Background: an optimization exercise with open tools, aiming at small area and a short achievable clock period. Do not read the settings as production practice. At most, simulation tests tie the RTL to the original design; equivalence was not proved.

==> 01-05: inputs <==
// risc24_mem_responder
module risc24_mem_responder #(
    parameter int DEPTH_LOG2 = 8,
    parameter int LATENCY    = 2
) (
    input  logic        i_clk,
    input  logic        i_reset,
    input  logic        i_req_valid,
    input  logic        i_req_write,
    input  logic [15:0] i_req_addr,
    input  logic [15:0] i_req_wdata,
    output logic        o_req_ready,
    output logic        o_resp_valid,
    input  logic        i_resp_ready,
    output logic [15:0] o_resp_rdata,
    output logic        o_resp_err
);
==> module risc24_mem_responder, before the edit <==
module risc24_mem_responder #(
    parameter int DEPTH_LOG2 = 8,
    parameter int LATENCY    = 2
) (
    input  logic        i_clk,
    input  logic        i_reset,
    input  logic        i_req_valid,
    input  logic        i_req_write,
    input  logic [15:0] i_req_addr,
    input  logic [15:0] i_req_wdata,
    output logic        o_req_ready,
    output logic        o_resp_valid,
    input  logic        i_resp_ready,
    output logic [15:0] o_resp_rdata,
    output logic        o_resp_err
);
    localparam int NRING = 64;
    logic [NRING-1:0][15:0] r_p0, r_p1, r_p2, r_p3;
    logic [1:0]  r_rot;
    logic [15:0] r_wdata;
    logic [7:0]  r_hi, r_wlo;
    logic [7:0]  r_nhi, r_nwlo;
    logic [3:0]  r_wsh;
    logic        r_nwc;
    logic [7:0]  r_sel_lo0;
    logic [7:0]  r_sel_lo2;
    logic        r_hold;
    logic        r_rd;
    logic        r_cap_w1;
    logic        r_tap;
    logic        r_req_ready;
    logic        r_w1;
    logic        r_w2;
    logic        r_resp_valid;
    logic [15:0] r_rdata;
    logic        w_accept;
    logic [1:0]  w_nrot;
    logic [1:0]  w_npos;
    logic [1:0]  w_cpos;
    logic [1:0]  w_wk;
    logic        w_tap_n;
    logic [7:0]  w_hi, w_lo;
    logic [3:0]  w_wsh_n;
    logic [NRING-1:0] w_we, w_keep;
    logic [15:0] w_tap_data;
    assign w_accept = r_req_ready && i_req_valid && !i_reset;
    assign w_nrot  = r_rot + 2'd1;
    assign w_npos  = i_req_addr[1:0] + w_nrot;
    assign w_cpos  = w_npos + {1'b0, w_npos[0]};
    assign w_tap_n = w_cpos[1];
    assign w_hi    = 8'h01 << i_req_addr[7:5];
    assign w_lo    = 8'h01 << i_req_addr[4:2];
    assign w_wk    = 2'd3 - w_npos;
    assign w_wsh_n = i_req_write ? (4'h1 << w_wk) : 4'h0;
    always_comb begin
        for (int r = 0; r < NRING; r++) begin
            w_we[r]   = r_wsh[0] && r_hi[r/8] && r_wlo[r%8];
            w_keep[r] = r_nwc || r_nhi[r/8] || r_nwlo[r%8];
        end
    end
    always_ff @(posedge i_clk) begin
        r_rot <= w_nrot;
        for (int r = 0; r < NRING; r++) begin
            r_p0[r] <= ({16{w_we[r]}} & r_wdata) | ({16{w_keep[r]}} & r_p3[r]);
            r_p1[r] <= r_p0[r];
            r_p2[r] <= r_p1[r];
            r_p3[r] <= r_p2[r];
        end
    end
    always_ff @(posedge i_clk) begin
        if (w_accept) begin
            r_wdata   <= i_req_wdata;
            r_hi      <= w_hi;
            r_nhi     <= ~w_hi;
            r_wlo     <= w_lo;
            r_nwlo    <= ~w_lo;
            r_wsh     <= w_wsh_n;
            r_nwc     <= !w_wsh_n[0];
            r_rd      <= !i_req_write;
            r_cap_w1  <= !w_npos[0];
            r_tap     <= w_tap_n;
        end else begin
            r_wsh     <= {1'b0, r_wsh[3:1]};
            r_nwc     <= !r_wsh[1];
        end
    end
    always_ff @(posedge i_clk) begin
        if (w_accept) begin
            r_sel_lo0 <= (!i_req_write && !w_npos[0] && !w_tap_n) ? w_lo : 8'h00;
            r_sel_lo2 <= (!i_req_write && !w_npos[0] &&  w_tap_n) ? w_lo : 8'h00;
            r_hold    <= i_req_write ? 1'b0 : w_npos[0];
        end else if (r_w1) begin
            r_sel_lo0 <= (r_rd && !r_cap_w1 && !r_tap) ? r_wlo : 8'h00;
            r_sel_lo2 <= (r_rd && !r_cap_w1 &&  r_tap) ? r_wlo : 8'h00;
            r_hold    <= !(r_rd && !r_cap_w1);
        end else begin
            r_sel_lo0 <= 8'h00;
            r_sel_lo2 <= 8'h00;
            r_hold    <= 1'b1;
        end
    end
    always_comb begin
        w_tap_data = 16'h0000;
        for (int r = 0; r < NRING; r++) begin
            w_tap_data = w_tap_data | ({16{r_hi[r/8] && r_sel_lo0[r%8]}} & r_p0[r])
                                    | ({16{r_hi[r/8] && r_sel_lo2[r%8]}} & r_p2[r]);
        end
    end
    always_ff @(posedge i_clk) begin
        r_rdata <= w_tap_data | ({16{r_hold}} & r_rdata);
    end
    always_ff @(posedge i_clk or posedge i_reset) begin
        if (i_reset) begin
            r_req_ready  <= 1'b1;
            r_w1         <= 1'b0;
            r_w2         <= 1'b0;
            r_resp_valid <= 1'b0;
        end else begin
            r_w1 <= w_accept;
            r_w2 <= r_w1;
            if (w_accept) begin
                r_req_ready <= 1'b0;
            end else if (r_resp_valid && i_resp_ready) begin
                r_req_ready <= 1'b1;
            end
            if (r_w2) begin
                r_resp_valid <= 1'b1;
            end else if (i_resp_ready) begin
                r_resp_valid <= 1'b0;
            end
        end
    end
    assign o_req_ready  = r_req_ready;
    assign o_resp_valid = r_resp_valid;
    assign o_resp_rdata = r_rdata;
    assign o_resp_err   = 1'b0;
endmodule
clock: 8.0 ns
lec_check: 0
cap_margin: 20
core_margin: 2
core_utilization: 40
cts_cluster_diameter: 60
cts_cluster_size: 25
setup_slack_margin: 4.9
slew_margin: 20
run.sh (not shown) runs the stock make flow with config.mk's settings and CLKGATE_MAP_FILE= SYNTH_SCRIPT=/design/flow/synth_recipe.tcl, a recipe that flattens the netlist after the stock synthesis.
==> inputs of 06-15, as changes to 01-05 <==
==> flow/design.v (replaced) <==
module risc24_mem_responder #(
    parameter int DEPTH_LOG2 = 8,
    parameter int LATENCY    = 2
) (
    input  logic        i_clk,
    input  logic        i_reset,
    input  logic        i_req_valid,
    input  logic        i_req_write,
    input  logic [15:0] i_req_addr,
    input  logic [15:0] i_req_wdata,
    output logic        o_req_ready,
    output logic        o_resp_valid,
    input  logic        i_resp_ready,
    output logic [15:0] o_resp_rdata,
    output logic        o_resp_err
);
    localparam int NRING = 64;
    logic [NRING-1:0][15:0] r_p0, r_p1, r_p2, r_p3;
    logic [1:0]  r_rot;
    logic        r_write;
    logic [7:0]  r_addr;
    logic [15:0] r_wdata;
    logic        r_pend;
    logic        r_req_ready;
    logic        r_w1;
    logic        r_w2;
    logic        r_resp_valid;
    logic [15:0] r_rdata;
    logic        w_accept;
    logic [1:0]  w_pos;
    logic        w_commit;
    logic [NRING-1:0] w_we;
    logic [2*NRING-1:0][15:0] w_taps;
    logic [15:0] w_tap_data;
    logic        w_cap;
    assign w_accept = r_req_ready && i_req_valid && !i_reset;
    assign w_pos    = r_addr[1:0] + r_rot;
    assign w_commit = r_pend && (w_pos == 2'd3);
    always_comb begin
        for (int r = 0; r < NRING; r++) begin
            w_we[r]          = w_commit && (r_addr[7:2] == 6'(r));
            w_taps[2*r]      = r_p0[r];
            w_taps[2*r + 1]  = r_p2[r];
        end
    end
    assign w_tap_data = w_taps[{r_addr[7:2], w_pos[1]}];
    always_ff @(posedge i_clk) begin
        r_rot <= r_rot + 2'd1;
        for (int r = 0; r < NRING; r++) begin
            r_p0[r] <= w_we[r] ? r_wdata : r_p3[r];
            r_p1[r] <= r_p0[r];
            r_p2[r] <= r_p1[r];
            r_p3[r] <= r_p2[r];
        end
    end
    always_ff @(posedge i_clk) begin
        if (w_accept) begin
            r_write <= i_req_write;
            r_addr  <= i_req_addr[7:0];
            r_wdata <= i_req_wdata;
            r_pend  <= i_req_write;
        end else if (w_commit) begin
            r_pend  <= 1'b0;
        end
    end
    assign w_cap = (r_w1 || r_w2) && !w_pos[0];
    always_ff @(posedge i_clk) begin
        if (w_cap) begin
            r_rdata <= r_write ? 16'h0000 : w_tap_data;
        end
    end
    always_ff @(posedge i_clk or posedge i_reset) begin
        if (i_reset) begin
            r_req_ready  <= 1'b1;
            r_w1         <= 1'b0;
            r_w2         <= 1'b0;
            r_resp_valid <= 1'b0;
        end else begin
            r_w1 <= w_accept;
            r_w2 <= r_w1;
            if (w_accept) begin
                r_req_ready <= 1'b0;
            end else if (r_resp_valid && i_resp_ready) begin
                r_req_ready <= 1'b1;
            end
            if (r_w2) begin
                r_resp_valid <= 1'b1;
            end else if (i_resp_ready) begin
                r_resp_valid <= 1'b0;
            end
        end
    end
    assign o_req_ready  = r_req_ready;
    assign o_resp_valid = r_resp_valid;
    assign o_resp_rdata = r_rdata;
    assign o_resp_err   = 1'b0;
endmodule
Settings changed: CTS_CLUSTER_DIAMETER 60 to not set, CTS_CLUSTER_SIZE 25 to not set, SETUP_SLACK_MARGIN 4.9 to not set.
==> inputs of 02-14, as changes to 01-05 <==
--- a/flow/design.v
+++ b/flow/design.v
@@ -18,3 +18,3 @@
     logic [NRING-1:0][15:0] r_p0, r_p1, r_p2, r_p3;
-    logic [1:0]  r_rot;
+    logic [2:0]  r_rot;
     logic [15:0] r_wdata;
@@ -27,2 +27,3 @@
     logic        r_hold;
+    logic        r_inv_now;
     logic        r_rd;
@@ -30,2 +31,3 @@
     logic        r_tap;
+    logic        r_rinv;
     logic        r_req_ready;
@@ -36,6 +38,7 @@
     logic        w_accept;
-    logic [1:0]  w_nrot;
-    logic [1:0]  w_npos;
-    logic [1:0]  w_cpos;
+    logic [2:0]  w_nrot;
+    logic [2:0]  w_npos;
+    logic [2:0]  w_cpos;
     logic [1:0]  w_wk;
+    logic [2:0]  w_wpos;
     logic        w_tap_n;
@@ -46,5 +49,5 @@
     assign w_accept = r_req_ready && i_req_valid && !i_reset;
-    assign w_nrot  = r_rot + 2'd1;
-    assign w_npos  = i_req_addr[1:0] + w_nrot;
-    assign w_cpos  = w_npos + {1'b0, w_npos[0]};
+    assign w_nrot  = r_rot + 3'd1;
+    assign w_npos  = {1'b0, i_req_addr[1:0]} + w_nrot;
+    assign w_cpos  = w_npos + {2'b00, w_npos[0]};
     assign w_tap_n = w_cpos[1];
@@ -52,3 +55,4 @@
     assign w_lo    = 8'h01 << i_req_addr[4:2];
-    assign w_wk    = 2'd3 - w_npos;
+    assign w_wk    = 2'd3 - w_npos[1:0];
+    assign w_wpos  = w_npos + {1'b0, w_wk} + 3'd1;
     assign w_wsh_n = i_req_write ? (4'h1 << w_wk) : 4'h0;
@@ -63,3 +67,3 @@
         for (int r = 0; r < NRING; r++) begin
-            r_p0[r] <= ({16{w_we[r]}} & r_wdata) | ({16{w_keep[r]}} & r_p3[r]);
+            r_p0[r] <= ~(({16{w_we[r]}} & r_wdata) | ({16{w_keep[r]}} & r_p3[r]));
             r_p1[r] <= r_p0[r];
@@ -71,3 +75,3 @@
         if (w_accept) begin
-            r_wdata   <= i_req_wdata;
+            r_wdata   <= ~(i_req_wdata ^ {16{w_wpos[2]}});
             r_hi      <= w_hi;
@@ -81,2 +85,3 @@
             r_tap     <= w_tap_n;
+            r_rinv    <= w_cpos[2];
         end else begin
@@ -91,2 +96,3 @@
             r_hold    <= i_req_write ? 1'b0 : w_npos[0];
+            r_inv_now <= !i_req_write && !w_npos[0] && w_cpos[2];
         end else if (r_w1) begin
@@ -95,2 +101,3 @@
             r_hold    <= !(r_rd && !r_cap_w1);
+            r_inv_now <= r_rd && !r_cap_w1 && r_rinv;
         end else begin
@@ -99,2 +106,3 @@
             r_hold    <= 1'b1;
+            r_inv_now <= 1'b0;
         end
@@ -109,3 +117,3 @@
     always_ff @(posedge i_clk) begin
-        r_rdata <= w_tap_data | ({16{r_hold}} & r_rdata);
+        r_rdata <= (w_tap_data ^ {16{r_inv_now}}) | ({16{r_hold}} & r_rdata);
     end
==> inputs of 01-28, as changes to 01-05 <==
--- a/flow/design.v
+++ b/flow/design.v
@@ -18,3 +18,3 @@
     logic [NRING-1:0][15:0] r_p0, r_p1, r_p2, r_p3;
-    logic [1:0]  r_rot;
+    logic [2:0]  r_rot;
     logic [15:0] r_wdata;
@@ -24,5 +24,6 @@
     logic        r_nwc;
-    logic [7:0]  r_sel_lo0;
-    logic [7:0]  r_sel_lo2;
+    logic [NRING-1:0] r_sel0;
+    logic [NRING-1:0] r_sel2;
     logic        r_hold;
+    logic        r_inv_now;
     logic        r_rd;
@@ -30,2 +31,3 @@
     logic        r_tap;
+    logic        r_rinv;
     logic        r_req_ready;
@@ -36,6 +38,7 @@
     logic        w_accept;
-    logic [1:0]  w_nrot;
-    logic [1:0]  w_npos;
-    logic [1:0]  w_cpos;
+    logic [2:0]  w_nrot;
+    logic [2:0]  w_npos;
+    logic [2:0]  w_cpos;
     logic [1:0]  w_wk;
+    logic        w_c0, w_c1;
     logic        w_tap_n;
@@ -45,6 +48,9 @@
     logic [15:0] w_tap_data;
+    logic [7:0]  w_shi, w_slo0, w_slo2;
     assign w_accept = r_req_ready && i_req_valid && !i_reset;
-    assign w_nrot  = r_rot + 2'd1;
-    assign w_npos  = i_req_addr[1:0] + w_nrot;
-    assign w_cpos  = w_npos + {1'b0, w_npos[0]};
+    assign w_nrot  = r_rot;
+    assign w_c0    = i_req_addr[0] & w_nrot[0];
+    assign w_c1    = (i_req_addr[1] & w_nrot[1]) | (w_c0 & (i_req_addr[1] ^ w_nrot[1]));
+    assign w_npos  = {w_nrot[2] ^ w_c1, i_req_addr[1] ^ w_nrot[1] ^ w_c0, i_req_addr[0] ^ w_nrot[0]};
+    assign w_cpos  = {w_npos[2] ^ (w_npos[1] & w_npos[0]), w_npos[1] ^ w_npos[0], 1'b0};
     assign w_tap_n = w_cpos[1];
@@ -52,4 +58,4 @@
     assign w_lo    = 8'h01 << i_req_addr[4:2];
-    assign w_wk    = 2'd3 - w_npos;
-    assign w_wsh_n = i_req_write ? (4'h1 << w_wk) : 4'h0;
+    assign w_wk    = ~w_npos[1:0];
+    assign w_wsh_n = {4{i_req_write}} & {w_wk == 2'd3, w_wk == 2'd2, w_wk == 2'd1, w_wk == 2'd0};
     always_comb begin
@@ -61,5 +67,5 @@
     always_ff @(posedge i_clk) begin
-        r_rot <= w_nrot;
+        r_rot <= r_rot + 3'd1;
         for (int r = 0; r < NRING; r++) begin
-            r_p0[r] <= ({16{w_we[r]}} & r_wdata) | ({16{w_keep[r]}} & r_p3[r]);
+            r_p0[r] <= ~(({16{w_we[r]}} & r_wdata) | ({16{w_keep[r]}} & r_p3[r]));
             r_p1[r] <= r_p0[r];
@@ -71,3 +77,3 @@
         if (w_accept) begin
-            r_wdata   <= i_req_wdata;
+            r_wdata   <= i_req_wdata ^ {16{w_npos[2]}};
             r_hi      <= w_hi;
@@ -81,2 +87,3 @@
             r_tap     <= w_tap_n;
+            r_rinv    <= w_cpos[2];
         end else begin
@@ -86,15 +93,31 @@
     end
+    always_comb begin
+        if (w_accept) begin
+            w_shi  = w_hi;
+            w_slo0 = (!i_req_write && !w_npos[0] && !w_tap_n) ? w_lo : 8'h00;
+            w_slo2 = (!i_req_write && !w_npos[0] &&  w_tap_n) ? w_lo : 8'h00;
+        end else if (r_w1) begin
+            w_shi  = r_hi;
+            w_slo0 = (r_rd && !r_cap_w1 && !r_tap) ? r_wlo : 8'h00;
+            w_slo2 = (r_rd && !r_cap_w1 &&  r_tap) ? r_wlo : 8'h00;
+        end else begin
+            w_shi  = 8'h00;
+            w_slo0 = 8'h00;
+            w_slo2 = 8'h00;
+        end
+    end
     always_ff @(posedge i_clk) begin
+        for (int r = 0; r < NRING; r++) begin
+            r_sel0[r] <= w_shi[r/8] && w_slo0[r%8];
+            r_sel2[r] <= w_shi[r/8] && w_slo2[r%8];
+        end
         if (w_accept) begin
-            r_sel_lo0 <= (!i_req_write && !w_npos[0] && !w_tap_n) ? w_lo : 8'h00;
-            r_sel_lo2 <= (!i_req_write && !w_npos[0] &&  w_tap_n) ? w_lo : 8'h00;
             r_hold    <= i_req_write ? 1'b0 : w_npos[0];
+            r_inv_now <= !i_req_write && !w_npos[0] && w_cpos[2];
         end else if (r_w1) begin
-            r_sel_lo0 <= (r_rd && !r_cap_w1 && !r_tap) ? r_wlo : 8'h00;
-            r_sel_lo2 <= (r_rd && !r_cap_w1 &&  r_tap) ? r_wlo : 8'h00;
             r_hold    <= !(r_rd && !r_cap_w1);
+            r_inv_now <= r_rd && !r_cap_w1 && r_rinv;
         end else begin
-            r_sel_lo0 <= 8'h00;
-            r_sel_lo2 <= 8'h00;
             r_hold    <= 1'b1;
+            r_inv_now <= 1'b0;
         end
@@ -104,4 +127,3 @@
         for (int r = 0; r < NRING; r++) begin
-            w_tap_data = w_tap_data | ({16{r_hi[r/8] && r_sel_lo0[r%8]}} & r_p0[r])
-                                    | ({16{r_hi[r/8] && r_sel_lo2[r%8]}} & r_p2[r]);
+            w_tap_data = w_tap_data | ({16{r_sel0[r]}} & r_p0[r]) | ({16{r_sel2[r]}} & r_p2[r]);
         end
@@ -109,3 +131,3 @@
     always_ff @(posedge i_clk) begin
-        r_rdata <= w_tap_data | ({16{r_hold}} & r_rdata);
+        r_rdata <= (w_tap_data ^ {16{r_inv_now}}) | ({16{r_hold}} & r_rdata);
     end
Settings changed: SETUP_SLACK_MARGIN 4.9 to 5.0.
==> results.txt <==
| metric | 01-28 | 06-15 | 01-05 | 02-14 |
|---|---|---|---|---|
| Result of the run | no timing/DRC/antenna violations | no timing/DRC/antenna violations | no timing/DRC/antenna violations | no timing/DRC/antenna violations |
| Post-synthesis adder-cell area fraction | 0.000865 | 0.000110 | 0.000455 | 0.000755 |
| Critical path's largest stage delay | 730 ps | 1140 ps | 820 ps | 830 ps |
| FP Rows | 192 | 195 | 192 | 191 |
| Met1 usage | 0.369 | 0.251 | 0.421 | 0.329 |
| Worst slew margin relative to its limit | 0.137 | 0.163 | 0.0716 | 0.155 |
| Clkbuf count | 249 | 590 | 228 | 240 |
| Multi-input combinational gate total | 2,710 | 3,161 | 3,029 | 3,026 |
| Fraction of synthesized cell area in xor and xnor cells | 0.00158 | 0.000705 | 0.000239 | 0.00159 |
| Worst Path Arrival | 4000 ps | 6430 ps | 4170 ps | 4030 ps |
| Synthesized-area fraction occupied by and/or/nand/nor cells | 0.0280 | 0.0211 | 0.0366 | 0.0403 |
| Actual slew at the worst max-slew pin | 1290 ps | 1260 ps | 1390 ps | 1270 ps |
| Area post-placement | 114,000 um^2 | 118,000 um^2 | 114,000 um^2 | 112,000 um^2 |
| Post-Synthesis Cells | 7,699 | 7,740 | 7,975 | 7,972 |
| Initial antenna violation count | 50 | 10 | 64 | 25 |
No functional check of the RTL was part of 01-05 and 06-15.

port drivers added, routing unchanged:
No port has a modelled driver above. Below, the same layouts with a new extraction and two added sets of constraints.
Step 1 assumes that a clkbuf_16 drives the clock port and a buf_2 every other input.
Step 2 times the ports against the registers' clock, not the clock port: input delays grow and output delays shrink by t, the midpoint of the rising clock arrivals with the driver on.
a / b / c = ideal / step 1 / step 2; a / b = the first two.
run | t, ns | slack for setup (ns) | cell pins on the clock port's net
01-05 | 0.974 | 4.691 / 4.691 / 4.145 | 1
06-15 | 1.030 | 2.210 / 2.210 / 2.210 | 1
02-14 | 0.963 | 4.794 / 4.766 / 4.094 | 1
01-28 | 1.008 | 4.818 / 4.744 / 3.979 | 1
After both steps every run listed still meets setup and hold. For 01-28, which loses most, drivers alone change the setup slack by -0.074 ns; drivers and shift together by -0.839 ns.
